Source: an optimization exercise on an open RTL-to-GDS flow (aim: small area, a short achievable clock period and few clock cycles per item). Production flows keep margins and buffers that such runs may drop. In this exercise RTL edits were held to simulation tests only and were not proved equivalent to the original. Power is estimated from default activity; no workload was simulated.

Setup of v3:
Design sliding_window_range_peak, start of the top module:
module sliding_window_range_peak #(
    parameter int WINDOW_MAX = 64
) (
    input  logic                      clk,
    input  logic                      rst_n,
    input  logic                      cfg_we,
    input  logic [srp_pkg::CFG_W-1:0] cfg_wdata,
    input  logic                      s_tvalid,
    output logic                      s_tready,
    input  logic [31:0]               s_tdata,
    input  logic                      s_tlast,
    output logic                      m_tvalid,
    input  logic                      m_tready,
    output logic [63:0]               m_tdata,
    output logic                      m_tuser,
    output logic                      m_tlast
);
For scale: ~14,000 cells after synthesis, about 110 I/O pins, roughly 120,000 sq um of cells after synthesis.
==> flow/config.mk <==
export PLATFORM = sky130hd
export DESIGN_NAME = sliding_window_range_peak
export DESIGN_NICKNAME = sliding_window_range_peak
export VERILOG_FILES = /design/flow/design.v
export SDC_FILE = /design/flow/constraint.sdc
export NUM_CORES = 8
export LEC_CHECK = 0
export CAP_MARGIN = 20
export CORE_MARGIN = 2
export CORE_UTILIZATION = 30
export CTS_CLUSTER_DIAMETER = 100
export CTS_CLUSTER_SIZE = 25
export SETUP_SLACK_MARGIN = 4.2
export SLEW_MARGIN = 20
export SYNTH_HIERARCHICAL = 1
==> flow/constraint.sdc <==
create_clock -name core_clock -period 7.0 [get_ports {clk}]
set_input_delay 1.4000 -clock core_clock [delete_from_list [all_inputs] [get_ports {clk}]]
set_output_delay 1.4000 -clock core_clock [all_outputs]
set_load 0.01 [all_outputs]
run.sh (not shown) runs the stock make flow with config.mk's settings and CLKGATE_MAP_FILE= SYNTH_SCRIPT=/design/flow/synth_recipe.tcl, a recipe that flattens the netlist after the stock synthesis.
Testbench counts of v3, summed over its fixed seeds: cycles 12,778, items 12,482.
The inputs of v18 differ from those of v3 as listed below.
# v3
export LEC_CHECK = 0
export CAP_MARGIN = 20
export CORE_MARGIN = 2
export CORE_UTILIZATION = 30
export CTS_CLUSTER_DIAMETER = 100
export CTS_CLUSTER_SIZE = 25
export SETUP_SLACK_MARGIN = 4.2
export SLEW_MARGIN = 20
export SYNTH_HIERARCHICAL = 1
create_clock -name core_clock -period 7.0 [get_ports {clk}]
# v18
export LEC_CHECK = 0
export CAP_MARGIN = 20
export CORE_MARGIN = 2
export CORE_UTILIZATION = 30
export CTS_CLUSTER_DIAMETER = 100
export CTS_CLUSTER_SIZE = 25
export SETUP_SLACK_MARGIN = 4.3
export SLEW_MARGIN = 20
export SYNTH_HIERARCHICAL = 1
export TNS_END_PERCENT = 5
create_clock -name core_clock -period 7.0 [get_ports {clk}]
## What came out
The run showing the smaller share of power burned in the clock network is v3. Diff v3 -> v18: final worst setup slack has decreased, final area now sits lower, combinational share of power now smaller, number of global-route vias before repair shrank by about 1%.

== v5 ==
Starting RTL as in the previous note.
export LEC_CHECK = 0
export CAP_MARGIN = 20
export CORE_MARGIN = 2
export CORE_UTILIZATION = 30
export CTS_CLUSTER_DIAMETER = 100
export CTS_CLUSTER_SIZE = 25
export SETUP_SLACK_MARGIN = 4.5
export SLEW_MARGIN = 20
export SYNTH_HIERARCHICAL = 1
export TNS_END_PERCENT = 3
create_clock -name core_clock -period 7.0 [get_ports {clk}]
v5 | status: complete | timing, DRC, antenna: pass
Testbench counts of v5, summed over its fixed seeds: cycles 12,778, items 12,482.
[inputs] v51 vs v5
- swapping 4.5 for 4.0 in SETUP_SLACK_MARGIN
- putting ABC_AREA at 1 where nothing was set
- clearing TNS_END_PERCENT, which used to be 3
- Between v5 and v51, the flow reports die area increasing by more than 10%.
- As far as register cell area after layout is concerned, v5 and v51 perform about the same.
- Critical path depth: v51 and v5 compared, lower one is v5
- Taking v5 as the reference point, the wire length of the first global-routing pass of v51 rises by 71,000 µm.
- From v5 to v51 the numbers moved as follows: peak fanout along the critical path has increased, post-CTS setup buffer count has increased, maximum vdd drop has decreased, final area has increased.
- Lower portion of the clock cycle consumed by the worst path in the final layout goes to v51 over v5.
- In the tables for v51 and v5, setup slack of the most critical reg-to-reg path reads higher with v51.
#### Input delta (v12 over v51)
- clearing ABC_AREA, which used to be 1
==> results.txt <==
NOTE: non-clock buffer count in v12 falls short of that of v51
Diff v51 -> v12: critical path depth moved down, final cell count went down by 7,337, wire length down 39,000 µm.
Relative to v51, the signed area change from the synthesized netlist to the final layout of v12 is higher by 0.39 points.
Diff v51 -> v12: sequential fraction of total cell area moved up; design internal power higher.
Relative to v51, number of placed instances with taps included has gone down in v12.
Highest-delay cell along the critical path: sky130_fd_sc_hd__a22oi_2 -> v12, sky130_fd_sc_hd__nor2_2 -> v51
Input changes introduced in v56 (baseline for comparison: v12):
- TNS_END_PERCENT now 5, previously not set
- SETUP_SLACK_MARGIN now 4.4, was 4.0
### Flow results
[diff] net switching power, v56 relative to v12: improvement
[compare] base=v12 new=v56: worst setup slack has increased; global-route wire length before repair has increased; residual overflow from global routing has remained practically unchanged; hold slack has decreased; power in sequential cells has remained practically unchanged.
Of v12 and v56, the higher met2 routed wirelength belongs to v56.

-- static timing again, ports no longer ideal --
No port has a modelled driver above. Below, the same layouts with a new extraction and two added sets of constraints.
Step 1 (the two cells are an assumption about what drives the block):
set clk [get_ports {clk}]
set_driving_cell -lib_cell sky130_fd_sc_hd__clkbuf_16 $clk
set_driving_cell -lib_cell sky130_fd_sc_hd__buf_2 [delete_from_list [all_inputs] $clk]
Step 2, shift: input delay + t, output delay - t, t = (earliest + latest rising clock arrival at the registers) / 2. This alone moves slack from input paths to output paths.
Slacks: no drivers / after step 1 / after step 2; pairs: no drivers / after step 1.
run	t, ns	setup WS [ns]	slew at the worst register clock pin (ns)	cell pins on the clock port's net
v3	0.994	3.815 / 3.815 / 3.368	0.11 / 0.11	1
v18	1.067	3.803 / 3.803 / 3.090	0.12 / 0.12	1
v5	1.071	3.847 / 3.847 / 3.189	0.12 / 0.12	1
v51	1.035	3.917 / 3.917 / 3.257	0.11 / 0.11	1
v12	1.009	3.763 / 3.763 / 3.225	0.11 / 0.11	1
v56	1.060	3.833 / 3.833 / 3.077	0.12 / 0.12	1
After both steps setup and hold are still met in every run listed. The setup slack of v56, which loses most, moves by 0.000 ns with the drivers and by -0.756 ns with both steps.
